This is an optimization exercise on Yosys and OpenROAD, whose aim is small area, a short achievable clock period and few clock cycles per item, not a production implementation.
In this exercise RTL edits were held to simulation tests only and were not proved equivalent to the original.
Power figures rest on the tool's default switching activity, not on a simulated workload.

$ cat flow/config.mk
export PLATFORM = sky130hd
export DESIGN_NAME = apb_crc_mc
export DESIGN_NICKNAME = apb_crc_mc
export VERILOG_FILES = /design/flow/design.v
export SDC_FILE = /design/flow/constraint.sdc
export NUM_CORES = 4
export LEC_CHECK = 0
export CAP_MARGIN = 20
export CORE_MARGIN = 2
export CORE_UTILIZATION = 40
export SLEW_MARGIN = 20
$ cat flow/run.sh
#!/bin/bash
# synth_recipe.tcl (not shown) runs the flow's synth.tcl, then flattens the netlist and writes it again
# the make line also repeats each setting of config.mk as NAME=value (left out here)
make -C /OpenROAD-flow-scripts/flow DESIGN_CONFIG=/design/flow/config.mk WORK_HOME=/design/flow/orfs CLKGATE_MAP_FILE= SYNTH_SCRIPT=/design/flow/synth_recipe.tcl finish
$ cat flow/constraint.sdc
create_clock -name core_clock -period 6.0 [get_ports {clk}]
set_input_delay 1.2000 -clock core_clock [delete_from_list [all_inputs] [get_ports {clk}]]
set_output_delay 1.2000 -clock core_clock [all_outputs]
set_load 0.01 [all_outputs]
$ cat flow/design.v
package apb_crc_mc_pkg;
  localparam int MAX_CH = 8;
  localparam int CH_W   = 3;
  localparam logic [4:0] OFF_CTRL   = 5'h00;
  localparam logic [4:0] OFF_POLY   = 5'h04;
  localparam logic [4:0] OFF_INIT   = 5'h08;
  localparam logic [4:0] OFF_XOROUT = 5'h0C;
  localparam logic [4:0] OFF_DATA   = 5'h10;
  localparam logic [4:0] OFF_RESULT = 5'h14;
  localparam logic [4:0] OFF_STATUS = 5'h18;
  typedef struct packed {
    logic [CH_W-1:0] ch;
    logic [31:0]     data;
    logic [3:0]      strb;
  } fifo_entry_t;
  typedef enum logic [0:0] {
    IDLE = 1'b0,
    BYTE = 1'b1
  } engine_state_t;
  function automatic logic [31:0] bitrev(input logic [31:0] val, input int unsigned width);
    logic [31:0] r;
    for (int i = 0; i < 32; i++) begin
      r[i] = val[31-i];
    end
    bitrev = r >> (32 - width);
  endfunction
  function automatic logic [31:0] crc_byte_step(input logic [31:0] crc, input logic [31:0] poly,
                                                input logic [7:0] data, input logic refin,
                                                input int unsigned width);
    logic [31:0] c;
    logic [31:0] rev;
    logic [31:0] mask;
    logic [31:0] top;
    logic [7:0]  b;
    logic        fb;
    rev  = bitrev({24'd0, data}, 8);
    b    = refin ? rev[7:0] : data;
    mask = 32'hFFFF_FFFF >> (32 - width);
    top  = 32'd1 << (width - 1);
    c    = crc;
    for (int i = 7; i >= 0; i--) begin
      fb = (|(c & top)) ^ b[i];
      c  = ((c << 1) ^ (fb ? poly : 32'd0)) & mask;
    end
    crc_byte_step = c;
  endfunction
endpackage
module apb_crc_mc_fifo #(
  parameter int DEPTH = 4
) (
  input  logic                   clk,
  input  logic                   rstn,
  input  logic                   push,
  input  apb_crc_mc_pkg::fifo_entry_t push_data,
  input  logic                   pop,
  output apb_crc_mc_pkg::fifo_entry_t pop_data,
  output logic                   full,
  output logic                   empty,
  output logic [$clog2(DEPTH):0] level
);
  localparam int AW = $clog2(DEPTH);
  localparam int EW = 3 + 32 + 4;   
  logic [EW-1:0] mem_r [0:DEPTH-1];
  logic [AW-1:0] wr_ptr_r;
  logic [AW-1:0] rd_ptr_r;
  logic [AW:0]   count_r;
  logic          push_ok_s;
  logic          pop_ok_s;
  assign full      = (count_r == (AW+1)'(DEPTH));
  assign empty     = (count_r == {(AW+1){1'b0}});
  assign level     = count_r;
  assign push_ok_s = push & ~full;
  assign pop_ok_s  = pop & ~empty;
  always_ff @(posedge clk) begin
    if (push_ok_s) begin
      mem_r[wr_ptr_r] <= push_data;
    end
  end
  always_ff @(posedge clk or negedge rstn) begin
    if (!rstn) begin
      wr_ptr_r <= {AW{1'b0}};
      rd_ptr_r <= {AW{1'b0}};
      count_r  <= {(AW+1){1'b0}};
      pop_data <= '0;
    end else begin
      if (push_ok_s) begin
        wr_ptr_r <= wr_ptr_r + 1'b1;
      end
      if (pop_ok_s) begin
        rd_ptr_r <= rd_ptr_r + 1'b1;
        pop_data <= mem_r[rd_ptr_r];
      end
      case ({push_ok_s, pop_ok_s})
        2'b10:   count_r <= count_r + 1'b1;
        2'b01:   count_r <= count_r - 1'b1;
        default: count_r <= count_r;
      endcase
    end
  end
endmodule
module apb_crc_mc #(
  parameter int DATA_WIDTH = 32,
  parameter int ADDR_WIDTH = 32,
  parameter int NUM_CH     = 4,
  parameter int CRC_WIDTH  = 32,
  parameter int FIFO_DEPTH = 4
) (
  input  logic                  clk,
  input  logic                  rstn,
  input  logic [ADDR_WIDTH-1:0] s_paddr,
  input  logic [DATA_WIDTH-1:0] s_pwdata,
  output logic [DATA_WIDTH-1:0] s_prdata,
  output logic                  s_pslverr,
  input  logic                  s_pwrite,
  input  logic                  s_psel,
  input  logic                  s_penable,
  output logic                  s_pready,
  input  logic [3:0]            s_pstrb
);
  localparam int          MAX_CH   = 8;
  localparam int          CH_W     = 3;
  localparam logic [31:0] CRC_MASK = 32'hFFFF_FFFF >> (32 - CRC_WIDTH);
  localparam int          PW       = $clog2(FIFO_DEPTH + 2);
  localparam logic [PW-1:0] PEND_ONE = PW'(1);
  logic [31:0]   poly_r     [0:MAX_CH-1];
  logic [31:0]   init_r     [0:MAX_CH-1];
  logic [31:0]   xorout_r   [0:MAX_CH-1];
  logic [31:0]   crc_r      [0:MAX_CH-1];
  logic          refin_r    [0:MAX_CH-1];
  logic          refout_r   [0:MAX_CH-1];
  logic [PW-1:0] pending_r  [0:MAX_CH-1];
  logic              access_s, ch_ok_s, off_ok_s, is_cfg_s, err_s, stall_s, done_s, wr_ok_s;
  logic [CH_W-1:0]   ch_idx_s;
  logic [4:0]        off_s;
  logic              push_s, pop_s, fifo_full_s, fifo_empty_s;
  logic [$clog2(FIFO_DEPTH):0] fifo_level_unused_s;
  logic              addr_unused_s;
  apb_crc_mc_pkg::fifo_entry_t       push_entry_s, cur_s;
  apb_crc_mc_pkg::engine_state_t     state_r, state_nxt_s;
  logic [3:0]        done_mask_r, remain_s, onehot_s;
  logic [1:0]        byte_idx_s;
  logic              last_byte_s, eng_step_s, eng_done_s;
  logic [7:0]        byte_s;
  logic [31:0]       step_crc_s, result_s, rdata_s;
  logic [7:0]        pend_ext_s;
  assign access_s      = s_psel & s_penable;
  assign ch_idx_s      = s_paddr[7:5];
  assign off_s         = s_paddr[4:0];
  assign addr_unused_s = ^s_paddr[ADDR_WIDTH-1:8];
  assign ch_ok_s       = (int'(ch_idx_s) < NUM_CH);
  always_comb begin
    off_ok_s = 1'b0;
    is_cfg_s = 1'b0;
    case (off_s)
      apb_crc_mc_pkg::OFF_CTRL, apb_crc_mc_pkg::OFF_POLY, apb_crc_mc_pkg::OFF_INIT, apb_crc_mc_pkg::OFF_XOROUT, apb_crc_mc_pkg::OFF_RESULT: begin
        off_ok_s = 1'b1;
        is_cfg_s = 1'b1;
      end
      apb_crc_mc_pkg::OFF_DATA, apb_crc_mc_pkg::OFF_STATUS: begin
        off_ok_s = 1'b1;
        is_cfg_s = 1'b0;
      end
      default: begin
        off_ok_s = 1'b0;
        is_cfg_s = 1'b0;
      end
    endcase
  end
  assign err_s   = ~ch_ok_s | ~off_ok_s | (s_pwrite & ((off_s == apb_crc_mc_pkg::OFF_RESULT) | (off_s == apb_crc_mc_pkg::OFF_STATUS)));
  assign stall_s = ~err_s & ((is_cfg_s & (pending_r[ch_idx_s] != {PW{1'b0}})) |
                             (s_pwrite & (off_s == apb_crc_mc_pkg::OFF_DATA) & (s_pstrb != 4'd0) & fifo_full_s));
  assign done_s  = access_s & ~stall_s;
  assign wr_ok_s = done_s & s_pwrite & ~err_s;
  assign push_s  = wr_ok_s & (off_s == apb_crc_mc_pkg::OFF_DATA) & (s_pstrb != 4'd0);
  assign push_entry_s = {ch_idx_s, s_pwdata[31:0], s_pstrb};
  apb_crc_mc_fifo #(.DEPTH(FIFO_DEPTH)) u_fifo (
    .clk       (clk),
    .rstn      (rstn),
    .push      (push_s),
    .push_data (push_entry_s),
    .pop       (pop_s),
    .pop_data  (cur_s),
    .full      (fifo_full_s),
    .empty     (fifo_empty_s),
    .level     (fifo_level_unused_s)
  );
  always_comb begin
    remain_s = cur_s.strb & ~done_mask_r;
    casez (remain_s)
      4'b???1: byte_idx_s = 2'd0;
      4'b??10: byte_idx_s = 2'd1;
      4'b?100: byte_idx_s = 2'd2;
      4'b1000: byte_idx_s = 2'd3;
      default: byte_idx_s = 2'd0;
    endcase
    onehot_s    = 4'b0001 << byte_idx_s;
    last_byte_s = ((remain_s & ~onehot_s) == 4'd0);
  end
  always_comb begin
    state_nxt_s = state_r;
    pop_s       = 1'b0;
    case (state_r)
      apb_crc_mc_pkg::IDLE: begin
        if (!fifo_empty_s) begin
          pop_s       = 1'b1;
          state_nxt_s = apb_crc_mc_pkg::BYTE;
        end else begin
          pop_s       = 1'b0;
          state_nxt_s = apb_crc_mc_pkg::IDLE;
        end
      end
      apb_crc_mc_pkg::BYTE: begin
        if (last_byte_s) begin
          state_nxt_s = apb_crc_mc_pkg::IDLE;
        end else begin
          state_nxt_s = apb_crc_mc_pkg::BYTE;
        end
      end
      default: state_nxt_s = apb_crc_mc_pkg::IDLE;
    endcase
  end
  assign eng_step_s = (state_r == apb_crc_mc_pkg::BYTE);
  assign eng_done_s = eng_step_s & last_byte_s;
  assign byte_s     = cur_s.data[{byte_idx_s, 3'b000} +: 8];
  assign step_crc_s = apb_crc_mc_pkg::crc_byte_step(crc_r[cur_s.ch], poly_r[cur_s.ch], byte_s,
                                    refin_r[cur_s.ch], CRC_WIDTH);
  always_ff @(posedge clk or negedge rstn) begin
    if (!rstn) begin
      state_r     <= apb_crc_mc_pkg::IDLE;
      done_mask_r <= 4'd0;
    end else begin
      state_r <= state_nxt_s;
      if (eng_step_s && !last_byte_s) begin
        done_mask_r <= done_mask_r | onehot_s;
      end else begin
        done_mask_r <= 4'd0;
      end
    end
  end
  always_ff @(posedge clk or negedge rstn) begin
    if (!rstn) begin
      for (int c = 0; c < MAX_CH; c++) begin
        poly_r[c]    <= 32'd0;
        init_r[c]    <= 32'd0;
        xorout_r[c]  <= 32'd0;
        crc_r[c]     <= 32'd0;
        refin_r[c]   <= 1'b0;
        refout_r[c]  <= 1'b0;
        pending_r[c] <= {PW{1'b0}};
      end
    end else begin
      for (int c = 0; c < NUM_CH; c++) begin
        if (wr_ok_s && (int'(ch_idx_s) == c)) begin
          case (off_s)
            apb_crc_mc_pkg::OFF_CTRL: begin
              refin_r[c]  <= s_pwdata[1];
              refout_r[c] <= s_pwdata[2];
              if (s_pwdata[0]) begin
                crc_r[c] <= init_r[c];
              end
            end
            apb_crc_mc_pkg::OFF_POLY:   poly_r[c]   <= s_pwdata[31:0] & CRC_MASK;
            apb_crc_mc_pkg::OFF_INIT:   init_r[c]   <= s_pwdata[31:0] & CRC_MASK;
            apb_crc_mc_pkg::OFF_XOROUT: xorout_r[c] <= s_pwdata[31:0] & CRC_MASK;
            default: ;
          endcase
        end
        if (eng_step_s && (int'(cur_s.ch) == c)) begin
          crc_r[c] <= step_crc_s;
        end
        case ({push_s && (int'(ch_idx_s) == c), eng_done_s && (int'(cur_s.ch) == c)})
          2'b10:   pending_r[c] <= pending_r[c] + PEND_ONE;
          2'b01:   pending_r[c] <= pending_r[c] - PEND_ONE;
          default: pending_r[c] <= pending_r[c];
        endcase
      end
    end
  end
  assign result_s   = ((refout_r[ch_idx_s] ? apb_crc_mc_pkg::bitrev(crc_r[ch_idx_s], CRC_WIDTH) : crc_r[ch_idx_s])
                       ^ xorout_r[ch_idx_s]) & CRC_MASK;
  assign pend_ext_s = 8'(pending_r[ch_idx_s]);
  always_comb begin
    rdata_s = 32'd0;
    if (done_s && !err_s && !s_pwrite) begin
      case (off_s)
        apb_crc_mc_pkg::OFF_CTRL:   rdata_s = {29'd0, refout_r[ch_idx_s], refin_r[ch_idx_s], 1'b0};
        apb_crc_mc_pkg::OFF_POLY:   rdata_s = poly_r[ch_idx_s];
        apb_crc_mc_pkg::OFF_INIT:   rdata_s = init_r[ch_idx_s];
        apb_crc_mc_pkg::OFF_XOROUT: rdata_s = xorout_r[ch_idx_s];
        apb_crc_mc_pkg::OFF_RESULT: rdata_s = result_s;
        apb_crc_mc_pkg::OFF_STATUS: rdata_s = {24'd0, pend_ext_s[3:0], 3'd0, (pending_r[ch_idx_s] != {PW{1'b0}})};
        default:    rdata_s = 32'd0;
      endcase
    end else begin
      rdata_s = 32'd0;
    end
  end
  assign s_prdata  = DATA_WIDTH'(rdata_s);
  assign s_pready  = done_s;
  assign s_pslverr = done_s & err_s;
endmodule
==> notes.md <==
crit end category: primary output
Area Overhead vs Synth: 14.5%
CTS sink cnt: 739
Core Region: 106,000 um^2
CTS Buf Count: 79
Fin Hold WS: 0.464 ns
Synth Instances: 3,683
area fraction of the dominant cell type after synthesis: 34.2%
top cells by area, synth: dfrtp_1, mux2_2, edfxtp_1
H-Tree Depth: 3
clock root buffer: clkbuf_16
Final WS setup: 0.203 ns
Pwr per Cell Area: 508 nW/um^2
chip width: 331 um
CP Launch Type: input pin
Worst slew margin: 26.4%
CTS max path bufs: 3
die area: 109,000 um^2
Reg area: 19,300 um^2
synthesized area: 42,700 um^2
starting density of the core: 40.5%
wire per inst: 26.2 um
min-delay src: pending_r[1][2]
Remaining DRCs: 0
dpl cells: 4,998
Die H: 331 um
crit-path max cell delay: 0.61 ns
clock slew at reported path FFs: 0.06 ns
setup tns final: 0 ns
area of the multi-input gates: 22,400 um^2
Crit Path Category: in -> out
initial antenna violation count: 1
drt pass-1 iters: 5
Critical R2R Capture: crc_r[2][11]
CP most frequent cell: clkdlybuf4s50_1
Max Clock Skew: 0.0363 ns
Peak VDD IR: 0.000735 V
Cell Count, Final, Fillers Out: 5,145
Slew Limit Fails: 0
WL final: 135 mm
RePlAce Congestion: 0.863
Hold Path End: pending_r[1][2]
ys async rst share: 78.9%
Setup WS pre-CTS: 0.152 ns
# setup viols final: 0
Hold Crit Depth: 1
CTS Hold Bufs: 0
antenna-violating nets left: 0
CP required: 4.80 ns
row count: 119
Iter 0 DRT Violations: 2,820
Max Fanout on Critical Path: 11
IO buf count: 82
pin count of the biggest net entering global routing: 150
Synth area leader: dfrtp_1
Seq cells post-synth: 739
reg2reg path depth: 21
CTS tree: built
crit path cell chain: clkdlybuf4s50_1 > nor3_1 > nand2b_1 > nor2_4 > buf_4 > a221oi_1 > o22a_1 > nor2_1 > clkdlybuf4s50_1
Leak Pwr: 19.9 nW
most instantiated cells after synthesis: dfrtp_1, mux2_2, clkbuf_1
nets@finish: 3,779
outcome: complete, no violations
crit path max-delay cell type: clkdlybuf4s50_1
final worst path period need: 5.80 ns
Unique masters post-synth: 86
worst skew pair latency: 0.66 ns
Synth Warn #: 9
most frequent cell after synthesis: dfrtp_1
Final Cycle Share: 96.6%
EDFF count, synth: 156
fraction of layout instances using a drive strength above 1: 29.8%
Placed Area: 45,900 um^2
via count: 31,100
# diodes: 0
DP HPWL: 86.6 mm
Synth Flop Type: dfrtp_1
number of top-level pins: 107
Max Freq: 173 MHz
max_cap viols: 0
R2R Path Start: u_fifo.pop_data[37]
first-pass GRT wire length: 203 mm
gr usage total: 24.8%
GR Overflow Total: 0
syn avg cell area: 11.6 um^2
worst slew pin tran: 1.10 ns
reg-to-reg slack, setup: 0.29 ns
Fin. Hold Viols: 0
post-route cell area: 48,900 um^2
Overall Power: 24.9 mW
Min-Delay Path Class: reg -> reg
fin util: 46.3%
post-synth net total: 3,770
vias per inst: 6.05
Seq/Total Area, Yosys: 45.1%
vias in the first global route: 31,100
RSZ-0062 raised after global routing: no
# fillers: 9,465
Worst EP arrival: 4.60 ns
==> worst max path at each step <==
stage	start	end	cells past startpoint
3_5_place_dp	u_fifo.pop_data[36]	crc_r[2][11]	20
6_report	s_paddr[1]	s_prdata[1]	9
3_3_place_gp	s_paddr[1]	s_prdata[24]	8
4_1_cts	u_fifo.pop_data[37]	crc_r[2][11]	19
5_1_grt	u_fifo.pop_data[37]	crc_r[2][3]	21
2_1_floorplan	s_paddr[5]	s_prdata[10]	10
==> what timing repair did <==
action	4_1_cts	5_1_grt
setup endpoints to repair	0	127
resized for setup	0	19
buffers inserted	0	4
endpoints found under the hold margin	0	0
==> critical path: cells and delay by family <==
family | cells | cell delay [ns]
AOI/OAI and AO/OA | 2 | 0.33
buffers and inverters | 3 | 1.41
and+or+nand+nor | 4 | 1.64
==> registers in the layout, summed over array words and instances, names as in the netlist, 2 cells and up <==
name,count
u_fifo.mem_r,156
crc_r,128
u_fifo.rd_ptr_r,2
u_fifo.pop_data,39
init_r,128
done_mask_r,4
refin_r,4
u_fifo.count_r,3
refout_r,4
pending_r,12
poly_r,128
xorout_r,128
u_fifo.wr_ptr_r,2
==> cell type report <==
cell class,count,area share [%]
multi-input combinational,2590,45.8
sequential,739,39.4
timing repair buffer,259,5.20
clock buffer,107,4.65
tap,1391,3.56
clock inverter,36,1.16
inverter,23,0.177
==> power by group <==
| part | switching, mW | leakage [nW] | internal (mW) |
|---|---|---|---|
| registers | 0.544 | 9.21 | 5.76 |
| clock network | 2.12 | 1.40 | 3.24 |
| logic | 8.15 | 9.27 | 5.04 |
| total | 10.8 | 19.9 | 14.0 |
==> logic make-up after synthesis <==
logic type,synth area share [%]
buf+inv,3.18
simple gates,9.57
compound gates,10.4
flops,45.1
mux,25.6
fa+ha+maj,0.522
xor+xnor,5.56
==> cell usage in the layout, fill, tap and decap left out, types with 10 or more instances in the layout <==
cell type,n
edfxtp_1,156
o211ai_1,13
nor2_4,14
clkinv_2,13
nand2b_1,73
clkbuf_16,81
o221ai_1,25
xor2_1,72
o21ai_1,61
and3_1,21
o22ai_1,10
o32ai_1,22
mux2i_1,89
nor2_1,210
xnor2_1,180
or2_2,35
a2111oi_0,18
bufinv_16,13
o21ai_0,55
a21oi_1,228
clkbuf_8,17
mux2_2,499
a311oi_1,17
nand3_1,38
buf_4,146
nor2b_1,124
a21boi_0,18
clkdlybuf4s50_1,78
or3_1,10
nand2_1,232
clkbuf_1,11
dfrtp_1,578
a211oi_1,84
nor3_1,39
inv_1,23
a31oi_1,26
mux4_2,196
a221oi_1,31
buf_12,30
==> routing by layer <==
| metal | part of all wire, % | global-route usage, % | up-vias |
|---|---|---|---|
| met5 | 0 | 0 | - |
| met4 | 2.7 | 7.20 | 0 |
| met3 | 6.7 | 3.75 | 201 |
| met2 | 47 | 39.8 | 1095 |
| met1 | 43 | 34.7 | 16300 |
| li1 | - | - | 13600 |
Testbench counts, summed over its fixed seeds: cycles 7,153, bytes 4,655.

[port drivers added, routing unchanged]
How much do the figures lean on ideal ports? The routed layout below was timed once more, with nothing changed but the port constraints. Step 1 assumes that a clkbuf_16 drives the clock port and a buf_2 every other input. Step 2 moves the port delays by t, midway between the first and last clock arrival at a register: inputs arrive t later, outputs are due t later. That takes back most of the time a late clock gives input paths. Three values: ideal, step 1, step 2; two values: the first two.
t, ns: 0.705
setup WS [ns]: 0.203 / 0.177 / 0.177
worst setup path after step 2: input to output
After both steps setup and hold are still met in this run. The setup slack of this run moves by -0.026 ns with the drivers and by -0.026 ns with both steps.
